This is an optimization exercise on Yosys and OpenROAD, whose aim is small area, a short achievable clock period and few clock cycles, not a production implementation. RTL that was checked went through simulation tests only; none was proved equivalent to the original. The clock input has no modelled driver; a real chip could not lean on it and would need a root buffer or a full tree. No activity file was given, so power comes from the tool's default toggle rates.

==> module phase_synthesizer, before the edit <==
module phase_synthesizer #(
  parameter int ADDR_WIDTH  = 11,
  parameter int PHASE_WIDTH = 24,
  parameter int MAG_WIDTH   = 16,
  parameter int RATIO_WIDTH = 16,
  parameter int RATIO_FRAC  = 12
) (
  input  logic                   clock,
  input  logic                   reset,
  input  logic [PHASE_WIDTH-1:0] phase,
  input  logic [PHASE_WIDTH-1:0] phase_last,
  input  logic                   phases_valid,
  input  logic [ADDR_WIDTH-1:0]  k_max,
  input  logic [MAG_WIDTH-1:0]   magnitude,
  input  logic [RATIO_WIDTH-1:0] pitch_ratio,
  output logic [47:0]            m_tdata,
  output logic                   m_tvalid,
  input  logic                   m_tready,
  output logic                   m_tlast,
  output logic [15:0]            m_tuser,
  output logic                   busy,
  output logic [7:0]             dropped_count
);
  logic [23:0] ph_q, pl_q;       
  logic [10:0] k_q;              
  logic [15:0] r_q, mag_q;
  logic [23:0] sn_acc_q;         
  logic [14:0] ms_q;             
  logic [15:0] mc_q;             
  logic        bw_q, ac_q;       
  logic [5:0]  cyc_q;            
  logic        x_q, p_q;         
  logic        clr_q, op_q;      
  logic        nphase_q, negd_q, accv_q;
  logic        busy_q, tvalid_q, tlast_q;
  logic        cap_q;            
  logic        hit_a_q, hit_b_q, nph_a_q, nph_b_q, nph_c_q;
  logic [10:0] tu_q;
  logic [7:0]  drop_q;
  logic c_rdy;
  assign c_rdy = cyc_q == 6'd61;
  logic dsum, dbor;
  assign dsum = ph_q[0] ^ ~pl_q[0] ^ bw_q;
  assign dbor = (ph_q[0] & ~pl_q[0]) | (ph_q[0] & bw_q) | (~pl_q[0] & bw_q);
  logic        x_d;
  logic [15:0] sin, cin, fsum, fcar;
  logic        vnz;
  assign x_d = busy_q ? (((cyc_q < 6'd10) & k_q[1]) | (~nphase_q & (cyc_q >= 6'd23) & (cyc_q < 6'd59) & ph_q[1]))
                      : (phases_valid & k_max[0]);
  always_comb begin
    for (int j = 0; j < 16; j++) begin
      sin[j] = (j < 15) ? ms_q[j] : 1'b0;
      cin[j] = mc_q[j];
      if (j < 3 && clr_q) begin
        sin[j] = 1'b0;
        cin[j] = 1'b0;
      end
      {fcar[j], fsum[j]} = {1'b0, sin[j]} + {1'b0, cin[j]} + {1'b0, r_q[j] & x_q};
    end
  end
  assign vnz = |{ms_q[2:0], mc_q[2:0]};
  logic aa, ab, asum, acar;
  assign aa   = accv_q & ~(sn_acc_q[0] ^ negd_q);
  assign ab   = p_q & ~nphase_q;
  assign asum = aa ^ ab ^ ac_q;
  assign acar = (aa & ab) | (aa & ac_q) | (ab & ac_q);
  logic [10:0] tn;
  logic        hitn, phitn, fin, adv, load, negstart, updend;
  assign tn      = tu_q + 11'd1;
  assign hitn    = (~tn[10] & (tn[9:0] == k_q[9:0])) | (tu_q[10] & (tu_q[9:0] == ~k_q[9:0]));
  assign phitn   = hitn & ~tlast_q;
  assign fin     = tvalid_q & m_tready & tlast_q;
  assign adv     = tvalid_q ? (m_tready & ~tlast_q) : (busy_q & (~tlast_q | (cyc_q >= 6'd26)));
  assign load    = adv & ~(phitn & ~c_rdy);
  assign negstart = tvalid_q & m_tready & ~nph_a_q & ~tu_q[10];
  assign updend  = op_q & (cyc_q == 6'd60) & ~nphase_q;
  always_ff @(posedge clock or posedge reset) begin
    if (reset) cap_q <= 1'b1;
    else if (cap_q) cap_q <= ~phases_valid;
    else if (fin) cap_q <= 1'b1;
  end
  always_ff @(posedge clock) begin
    if (cap_q) begin
      ph_q    <= phase;
      pl_q    <= phase_last;
      k_q     <= k_max;
      r_q     <= pitch_ratio;
      mag_q   <= magnitude;
      bw_q    <= 1'b1;
      cyc_q   <= '0;
      nphase_q <= 1'b0;
      tu_q    <= '1;
      tlast_q <= 1'b1;
    end else begin
      ph_q <= {(cyc_q >= 6'd24) ? ph_q[23] : dsum, ph_q[23:1]};
      pl_q <= {1'b0, pl_q[23:1]};
      bw_q <= dbor;
      if (cyc_q <= 6'd23) k_q <= {p_q, k_q[10:1]};
      else begin
        k_q[9:0] <= k_q[9:0] | {10{k_q[10]}};
        if (clr_q) k_q[10] <= k_q[10] | p_q | vnz;
      end
      if (negstart) cyc_q <= 6'd35;
      else if (!c_rdy) cyc_q <= cyc_q + 6'd1;
      if (negstart) nphase_q <= 1'b1;
      if (load) begin
        tu_q    <= tn;
        tlast_q <= &tn;
      end
    end
    p_q   <= fsum[0];
    clr_q <= busy_q & (cyc_q == 6'd23);
    op_q  <= busy_q & (cyc_q >= 6'd36) & (cyc_q <= 6'd59);
    if (op_q) sn_acc_q <= {~asum, sn_acc_q[23:1]};
    ac_q <= op_q ? acar : negd_q;
  end
  always_ff @(posedge clock) begin
    hit_a_q <= (load & hitn) | (~load & tvalid_q & hit_a_q);
    hit_b_q <= (load & hitn) | (~load & ~cap_q & hit_b_q);
    nph_a_q <= (load & ~phitn) | (~load & (~tvalid_q | nph_a_q));
    nph_b_q <= (load & ~phitn) | (~load & (cap_q | nph_b_q));
    nph_c_q <= (load & ~phitn) | (~load & (fin | nph_c_q));
  end
  always_ff @(posedge clock or posedge reset) begin
    if (reset) begin
      ms_q <= '0;
      mc_q <= '0;
    end else begin
      ms_q <= fsum[15:1];
      mc_q <= fcar;
    end
  end
  always_ff @(posedge clock or posedge reset) begin
    if (reset) begin
      busy_q   <= 1'b0;
      x_q      <= 1'b0;
      tvalid_q <= 1'b0;
      drop_q   <= '0;
      accv_q   <= 1'b0;
      negd_q   <= 1'b0;
    end else begin
      if (phases_valid && busy_q && (drop_q != 8'hFF)) drop_q <= drop_q + 8'd1;
      x_q <= x_d;
      if (!busy_q) busy_q <= phases_valid;
      else if (fin) busy_q <= 1'b0;
      if (fin) tvalid_q <= 1'b0;
      else if (adv) tvalid_q <= load;
      if (updend) accv_q <= 1'b1;
      if (negstart) negd_q <= 1'b1;
      else if (updend) negd_q <= 1'b0;
    end
  end
  assign m_tdata       = {8'h00, mag_q[15:8] & {8{hit_b_q}}, mag_q[7:0] & {8{hit_a_q}},
                          ~(sn_acc_q[23:16] | {8{nph_c_q}}), ~(sn_acc_q[15:8] | {8{nph_b_q}}),
                          ~(sn_acc_q[7:0] | {8{nph_a_q}})};
  assign m_tvalid      = tvalid_q;
  assign m_tlast       = tlast_q;
  assign m_tuser       = {5'h00, tu_q};
  assign busy          = busy_q;
  assign dropped_count = drop_q;
endmodule
export LEC_CHECK = 0
export CAP_MARGIN = 20
export CORE_MARGIN = 2
export CORE_UTILIZATION = 50
export SETUP_SLACK_MARGIN = 5.0
export SLEW_MARGIN = 20
export TNS_END_PERCENT = 0
create_clock -name core_clock -period 7.0 [get_ports {clock}]
standard.sh (not shown) runs the stock make flow with config.mk's settings and CLKGATE_MAP_FILE= SYNTH_SCRIPT=/design/flow/synth_recipe.tcl, a recipe that flattens the netlist after the stock synthesis.
==> flow/flow/run.sh <==
#!/bin/bash
set -euo pipefail
here=$(pwd)
export BUFFER_PORTS_ARGS="-buffer_cell sky130_fd_sc_hd__buf_1"
export SKIP_REPAIR_TIE_FANOUT=1
export PRE_CTS_TCL="$here/flow/pre_cts.tcl"
bash standard.sh finish > standard_make.log 2>&1
Other scripts of this flow, unchanged in this note and not shown: flow/flow/mycts.tcl, flow/flow/pre_cts.tcl
The starting point completed with no timing, DRC or antenna violations.
Testbench counts at the start, summed over its fixed seeds: cycles 50,150.
Change:
--- a/flow/design.v
+++ b/flow/design.v
@@ -31,10 +31,11 @@
   logic [5:0]  cyc_q;            
   logic        x_q, p_q;         
   logic        clr_q, op_q;      
   logic        nphase_q, negd_q, accv_q;
   logic        busy_q, tvalid_q, tlast_q;
+  logic        ld_q;             
   logic        cap_q;            
   logic        hit_a_q, hit_b_q, nph_a_q, nph_b_q, nph_c_q;
   logic [10:0] tu_q;
   logic [7:0]  drop_q;
   logic c_rdy;
@@ -56,24 +57,26 @@
         cin[j] = 1'b0;
       end
       {fcar[j], fsum[j]} = {1'b0, sin[j]} + {1'b0, cin[j]} + {1'b0, r_q[j] & x_q};
     end
   end
-  assign vnz = |{ms_q[2:0], mc_q[2:0]};
+  logic sat;
+  assign vnz = |{fsum[3:1], fcar[2:0]};
+  assign sat = p_q | fsum[0] | vnz;
   logic aa, ab, asum, acar;
   assign aa   = accv_q & ~(sn_acc_q[0] ^ negd_q);
   assign ab   = p_q & ~nphase_q;
   assign asum = aa ^ ab ^ ac_q;
   assign acar = (aa & ab) | (aa & ac_q) | (ab & ac_q);
   logic [10:0] tn;
   logic        hitn, phitn, fin, adv, load, negstart, updend;
   assign tn      = tu_q + 11'd1;
   assign hitn    = (~tn[10] & (tn[9:0] == k_q[9:0])) | (tu_q[10] & (tu_q[9:0] == ~k_q[9:0]));
-  assign phitn   = hitn & ~tlast_q;
+  assign phitn   = hitn & ld_q;
   assign fin     = tvalid_q & m_tready & tlast_q;
-  assign adv     = tvalid_q ? (m_tready & ~tlast_q) : (busy_q & (~tlast_q | (cyc_q >= 6'd26)));
-  assign load    = adv & ~(phitn & ~c_rdy);
+  assign adv     = tvalid_q ? (m_tready & ~tlast_q) : (busy_q & ~ld_q & (cyc_q >= 6'd24));
+  assign load    = adv;
   assign negstart = tvalid_q & m_tready & ~nph_a_q & ~tu_q[10];
   assign updend  = op_q & (cyc_q == 6'd60) & ~nphase_q;
   always_ff @(posedge clock or posedge reset) begin
     if (reset) cap_q <= 1'b1;
     else if (cap_q) cap_q <= ~phases_valid;
@@ -83,45 +86,51 @@
     if (cap_q) begin
       ph_q    <= phase;
       pl_q    <= phase_last;
       k_q     <= k_max;
       r_q     <= pitch_ratio;
-      mag_q   <= magnitude;
       bw_q    <= 1'b1;
       cyc_q   <= '0;
       nphase_q <= 1'b0;
       tu_q    <= '1;
       tlast_q <= 1'b1;
+      ld_q    <= 1'b0;
     end else begin
       ph_q <= {(cyc_q >= 6'd24) ? ph_q[23] : dsum, ph_q[23:1]};
       pl_q <= {1'b0, pl_q[23:1]};
       bw_q <= dbor;
-      if (cyc_q <= 6'd23) k_q <= {p_q, k_q[10:1]};
-      else begin
-        k_q[9:0] <= k_q[9:0] | {10{k_q[10]}};
-        if (clr_q) k_q[10] <= k_q[10] | p_q | vnz;
-      end
+      if (cyc_q <= 6'd22) k_q <= {p_q, k_q[10:1]};
+      else if (cyc_q == 6'd23) k_q <= {1'b0, k_q[10:1] | {10{sat}}};
       if (negstart) cyc_q <= 6'd35;
       else if (!c_rdy) cyc_q <= cyc_q + 6'd1;
       if (negstart) nphase_q <= 1'b1;
       if (load) begin
+        ld_q    <= 1'b1;
         tu_q    <= tn;
         tlast_q <= &tn;
       end
     end
     p_q   <= fsum[0];
     clr_q <= busy_q & (cyc_q == 6'd23);
     op_q  <= busy_q & (cyc_q >= 6'd36) & (cyc_q <= 6'd59);
-    if (op_q) sn_acc_q <= {~asum, sn_acc_q[23:1]};
     ac_q <= op_q ? acar : negd_q;
   end
   always_ff @(posedge clock) begin
-    hit_a_q <= (load & hitn) | (~load & tvalid_q & hit_a_q);
+    hit_a_q <= (load & hitn) | (~load & ld_q & hit_a_q);
     hit_b_q <= (load & hitn) | (~load & ~cap_q & hit_b_q);
-    nph_a_q <= (load & ~phitn) | (~load & (~tvalid_q | nph_a_q));
+    nph_a_q <= (load & ~phitn) | (~load & (~ld_q | nph_a_q));
     nph_b_q <= (load & ~phitn) | (~load & (cap_q | nph_b_q));
     nph_c_q <= (load & ~phitn) | (~load & (fin | nph_c_q));
+  end
+  always_ff @(posedge clock or posedge reset) begin
+    if (reset) begin
+      mag_q    <= '0;
+      sn_acc_q <= '0;
+    end else begin
+      if (cap_q) mag_q <= magnitude;
+      if (op_q) sn_acc_q <= {~asum, sn_acc_q[23:1]};
+    end
   end
   always_ff @(posedge clock or posedge reset) begin
     if (reset) begin
       ms_q <= '0;
       mc_q <= '0;
@@ -142,11 +151,12 @@
       if (phases_valid && busy_q && (drop_q != 8'hFF)) drop_q <= drop_q + 8'd1;
       x_q <= x_d;
       if (!busy_q) busy_q <= phases_valid;
       else if (fin) busy_q <= 1'b0;
       if (fin) tvalid_q <= 1'b0;
-      else if (adv) tvalid_q <= load;
+      else if (adv) tvalid_q <= ~(phitn & ~c_rdy);
+      else if (!tvalid_q && ld_q && busy_q) tvalid_q <= c_rdy;
       if (updend) accv_q <= 1'b1;
       if (negstart) negd_q <= 1'b1;
       else if (updend) negd_q <= 1'b0;
     end
   end
Combinational power falls by a quarter to a third.
Utilization shrinks by 0.75 points.
Die area grows by a few percent.
Via count goes up slightly.
Routed wire length went up by a few percent.
Global-route usage barely changes.
Total power decreases by about a fifth.
Area after synthesis grows by a few percent.
Setup slack gets better by 0.0054 ns.
Sequential power drops by roughly a tenth.
First-iteration DRC count fell by a quarter to a third.
Final cell count rose by a few percent.
Hold slack degrades by 0.0090 ns.
Critical path depth came out lower by 1.
For the second run of this note, only the layout was checked, not whether the RTL still works. No run of this note takes its clock network from TritonCTS; it comes from the design's own scripts or RTL.

* * *

Setup of the reference run:
Another version of the RTL of phase_synthesizer (not shown whole).
For scale: about 190 flip-flops, ~170 I/O pins, ~8200 um^2 of cells after synthesis.
Settings: LEC_CHECK=0, CAP_MARGIN=20, CORE_MARGIN=2, CORE_UTILIZATION=50, SETUP_SLACK_MARGIN=4.4, SLEW_MARGIN=20; clock period 7.0 ns.
==> flow/flow/mycts.tcl <==
proc my_cts_split {items n} {
  set groups [list $items]
  set dir 0
  while {[llength $groups] < $n} {
    set ng {}
    foreach g $groups {
      set idx [expr {$dir == 0 ? 1 : 2}]
      set s [lsort -integer -index $idx $g]
      set h [expr {[llength $s] / 2}]
      lappend ng [lrange $s 0 [expr {$h - 1}]] [lrange $s $h end]
    }
    set groups $ng
    set dir [expr {1 - $dir}]
  }
  return $groups
}

proc my_cts_buffer {name master in_net items} {
  set block [ord::get_db_block]
  set sx 0; set sy 0
  foreach e $items { incr sx [lindex $e 1]; incr sy [lindex $e 2] }
  set n [llength $items]
  set cx [expr {$sx / $n}]; set cy [expr {$sy / $n}]
  set buf [odb::dbInst_create $block $master $name]
  set net [odb::dbNet_create $block "clknet_$name"]
  $net setSigType CLOCK
  [$buf findITerm A] connect $in_net
  [$buf findITerm X] connect $net
  $buf setLocation $cx $cy
  $buf setPlacementStatus PLACED
  return [list $buf $net $cx $cy]
}

proc my_cts_build {ntop nsub topname leafname} {
  set db [ord::get_db]
  set block [ord::get_db_block]
  set clk_net [$block findNet clock]
  set sinks {}
  foreach it [$clk_net getITerms] {
    set bb [[$it getInst] getBBox]
    lappend sinks [list $it [expr {([$bb xMin] + [$bb xMax]) / 2}] [expr {([$bb yMin] + [$bb yMax]) / 2}]]
  }
  set t 0
  foreach g [my_cts_split $sinks $ntop] {
    if {$nsub <= 1} {
      lassign [my_cts_buffer "clkbuf_${t}_clock" [$db findMaster $topname] $clk_net $g] buf net
      foreach e $g { set it [lindex $e 0]; $it disconnect; $it connect $net }
    } else {
      lassign [my_cts_buffer "clkbuf_${t}_clock" [$db findMaster $topname] $clk_net $g] buf tnet
      set l 0
      foreach sg [my_cts_split $g $nsub] {
        lassign [my_cts_buffer "clkbuf_${t}_${l}_clock" [$db findMaster $leafname] $tnet $sg] lbuf lnet
        foreach e $sg { set it [lindex $e 0]; $it disconnect; $it connect $lnet }
        incr l
      }
    }
    incr t
  }
  puts "my_cts: [llength $sinks] sinks, $ntop x $nsub buffers"
}
==> flow/flow/pre_cts.tcl <==
# Replaces TritonCTS for this design: a two-level tree (the clock port drives four clkbuf_8,
# each drives two clkbuf_16, each drives about 24 flip-flops of its region of the placement).
# The rest of ORFS's cts.tcl (legalisation, timing repair) runs as usual afterwards.
source [file join [file dirname [info script]] mycts.tcl]
rename clock_tree_synthesis orfs_clock_tree_synthesis
proc clock_tree_synthesis {args} {
  my_cts_build 4 2 sky130_fd_sc_hd__clkbuf_8 sky130_fd_sc_hd__clkbuf_16
}
Scripts as last shown in full above: flow/flow/run.sh
Inputs modified between the reference run and the trial run:
--- a/flow/design.v
+++ b/flow/design.v
@@ -30,16 +30,15 @@
   logic        bw_q, ac_q;       
   logic [5:0]  cyc_q;            
   logic        x_q, p_q;         
   logic        clr_q, op_q;      
   logic        nphase_q, negd_q, accv_q;
   logic        busy_q, tvalid_q, tlast_q;
   logic        cap_q;            
-  logic        hit_a_q, hit_b_q, hit_c_q, nph_a_q, nph_b_q, nph_c_q, nph_d_q;
-  logic        up_q;             
+  logic        hit_a_q, hit_b_q, nph_a_q, nph_b_q, nph_c_q;
   logic [10:0] tu_q;
   logic [7:0]  drop_q;
   logic c_rdy;
   assign c_rdy = cyc_q == 6'd61;
   logic dsum, dbor;
   assign dsum = ph_q[0] ^ ~pl_q[0] ^ bw_q;
   assign dbor = (ph_q[0] & ~pl_q[0]) | (ph_q[0] & bw_q) | (~pl_q[0] & bw_q);
@@ -63,31 +62,31 @@
   logic aa, ab, asum, acar;
   assign aa   = accv_q & ~(sn_acc_q[0] ^ negd_q);
   assign ab   = p_q & ~nphase_q;
   assign asum = aa ^ ab ^ ac_q;
   assign acar = (aa & ab) | (aa & ac_q) | (ab & ac_q);
   logic [10:0] tn;
   logic        up, hitn, phitn, fin, adv, load, negstart, updend;
-  assign up      = up_q;
   assign tn      = tu_q + 11'd1;
-  assign hitn    = up ? (k_q == 11'h7FE) : (k_q == 11'h000);
+  assign up      = (tu_q[10] | (&tu_q[9:0])) & ~tlast_q;
+  assign hitn    = k_q == 11'h000;
   logic [10:0] kstep;
   logic [11:0] kcar;
   always_comb begin
     kcar[0] = 1'b1;
     for (int i = 0; i < 11; i++) begin
       kstep[i]   = k_q[i] ^ kcar[i];
       kcar[i+1]  = kcar[i] & ~(k_q[i] ^ up);
     end
   end
   assign phitn   = hitn & ~tlast_q;
   assign fin     = tvalid_q & m_tready & tlast_q;
   assign adv     = tvalid_q ? (m_tready & ~tlast_q) : (busy_q & (~tlast_q | (cyc_q >= 6'd26)));
   assign load    = adv & ~(phitn & ~c_rdy);
-  assign negstart = tvalid_q & m_tready & ~nph_a_q & ~up_q;
+  assign negstart = tvalid_q & m_tready & ~nph_a_q & ~tu_q[10];
   assign updend  = op_q & (cyc_q == 6'd60) & ~nphase_q;
   always_ff @(posedge clock or posedge reset) begin
     if (reset) cap_q <= 1'b1;
     else if (cap_q) cap_q <= ~phases_valid;
     else if (fin) cap_q <= 1'b1;
   end
   always_ff @(posedge clock) begin
@@ -98,30 +97,28 @@
       r_q     <= pitch_ratio;
       mag_q   <= magnitude;
       bw_q    <= 1'b1;
       cyc_q   <= '0;
       nphase_q <= 1'b0;
       tu_q    <= '1;
       tlast_q <= 1'b1;
-      up_q    <= 1'b0;
     end else begin
       ph_q <= {(cyc_q >= 6'd24) ? ph_q[23] : dsum, ph_q[23:1]};
       pl_q <= {1'b0, pl_q[23:1]};
       bw_q <= dbor;
       if (cyc_q <= 6'd23) k_q <= {p_q, k_q[10:1]};
       else if (clr_q) k_q[10] <= k_q[10] | p_q | vnz;
       else if (cyc_q == 6'd25) k_q <= {1'b0, k_q[9:0] | {10{k_q[10]}}};
       else if (load) k_q <= kstep;
       if (negstart) cyc_q <= 6'd35;
       else if (!c_rdy) cyc_q <= cyc_q + 6'd1;
       if (negstart) nphase_q <= 1'b1;
       if (load) begin
         tu_q    <= tn;
         tlast_q <= &tn;
-        up_q    <= tn[10] & ~&tn;
       end
     end
     p_q   <= fsum[0];
     clr_q <= busy_q & (cyc_q == 6'd23);
     op_q  <= busy_q & (cyc_q >= 6'd36) & (cyc_q <= 6'd59);
     if (op_q) sn_acc_q <= {~asum, sn_acc_q[23:1]};
     ac_q <= op_q ? acar : negd_q;
@@ -144,29 +141,17 @@
       nph_b_q <= ~phitn;
     end else if (!tvalid_q) begin
       hit_b_q <= 1'b0;
       nph_b_q <= 1'b1;
     end
   end
   always_ff @(posedge clock or posedge reset) begin
-    if (reset) begin
-      hit_c_q <= 1'b0;
-      nph_c_q <= 1'b0;
-    end else if (load) begin
-      hit_c_q <= hitn;
-      nph_c_q <= ~phitn;
-    end else if (cap_q) begin
-      hit_c_q <= 1'b0;
-      nph_c_q <= 1'b1;
-    end
-  end
-  always_ff @(posedge clock or posedge reset) begin
-    if (reset) nph_d_q <= 1'b0;
-    else if (load) nph_d_q <= ~phitn;
-    else if (fin) nph_d_q <= 1'b1;
+    if (reset) nph_c_q <= 1'b0;
+    else if (load) nph_c_q <= ~phitn;
+    else if (!busy_q) nph_c_q <= 1'b1;
   end
   always_ff @(posedge clock or posedge reset) begin
     if (reset) begin
       ms_q <= '0;
       mc_q <= '0;
     end else begin
       ms_q <= fsum[15:1];
@@ -189,17 +174,16 @@
       if (fin) tvalid_q <= 1'b0;
       else if (adv) tvalid_q <= load;
       if (updend) accv_q <= 1'b1;
       if (negstart) negd_q <= 1'b1;
       else if (updend) negd_q <= 1'b0;
     end
   end
-  assign m_tdata       = {8'h00, mag_q[15:11] & {5{hit_c_q}}, mag_q[10:5] & {6{hit_b_q}},
-                          mag_q[4:0] & {5{hit_a_q}},
-                          ~(sn_acc_q[23:18] | {6{nph_d_q}}), ~(sn_acc_q[17:12] | {6{nph_c_q}}),
-                          ~(sn_acc_q[11:6] | {6{nph_b_q}}), ~(sn_acc_q[5:0] | {6{nph_a_q}})};
+  assign m_tdata       = {8'h00, mag_q[15:8] & {8{hit_b_q}}, mag_q[7:0] & {8{hit_a_q}},
+                          ~(sn_acc_q[23:16] | {8{nph_c_q}}), ~(sn_acc_q[15:8] | {8{nph_b_q}}),
+                          ~(sn_acc_q[7:0] | {8{nph_a_q}})};
   assign m_tvalid      = tvalid_q;
   assign m_tlast       = tlast_q;
   assign m_tuser       = {5'h00, tu_q};
   assign busy          = busy_q;
   assign dropped_count = drop_q;
 endmodule
[summary]
Where post-synth design cell area is concerned, the reference run is outperformed by the trial run. The trial run ended up with sky130_fd_sc_hd__dfrtp_2 as its slowest stage cell on the critical path; the reference run ended up with sky130_fd_sc_hd__or4_4. Diff the reference run -> the trial run: number of cells on the critical path now smaller; cell count after synthesis now smaller; leakage power of the design now larger; wire length of the first global-routing pass now smaller. Clock group share of total power was higher in the run labelled the trial run. Looking at worst slack on hold paths, the trial run sits below the reference run. Comparing the reference run and the trial run, the higher total routed wirelength was measured on the reference run. Going from the reference run to the trial run, share of the cycle needed by the critical path after routing saw an increase, die area went down, layout-stage area growth over the synthesis result went up.
Function was not checked in any run of this note: the RTL went through the layout flow alone. No run of this note takes its clock network from TritonCTS; it comes from the design's own scripts or RTL.

==> separate check: timing with driven ports <==
No port has a modelled driver above. Below, the same layouts with a new extraction and two added sets of constraints.
Step 1 assumes that a clkbuf_16 drives the clock port and a buf_2 every other input.
Step 2, shift: input delay + t, output delay - t, t = (earliest + latest rising clock arrival at the registers) / 2. This alone moves slack from input paths to output paths.
Slacks: no drivers / after step 1 / after step 2; pairs: no drivers / after step 1.
run	t, ns	setup WS [ns]	clock arrival spread, ns
the first run of note 1	0.362	4.601 / 4.529 / 4.374	0.019 / 0.019
the second run of note 1	0.372	4.607 / 4.530 / 4.445	0.021 / 0.022
the reference run	0.364	4.461 / 4.434 / 4.387	0.019 / 0.020
the trial run	0.362	4.374 / 4.303 / 4.313	0.024 / 0.025
After both steps setup and hold are still met in every run listed. The setup slack of the first run of note 1, which loses most, moves by -0.072 ns with the drivers and by -0.227 ns with both steps.
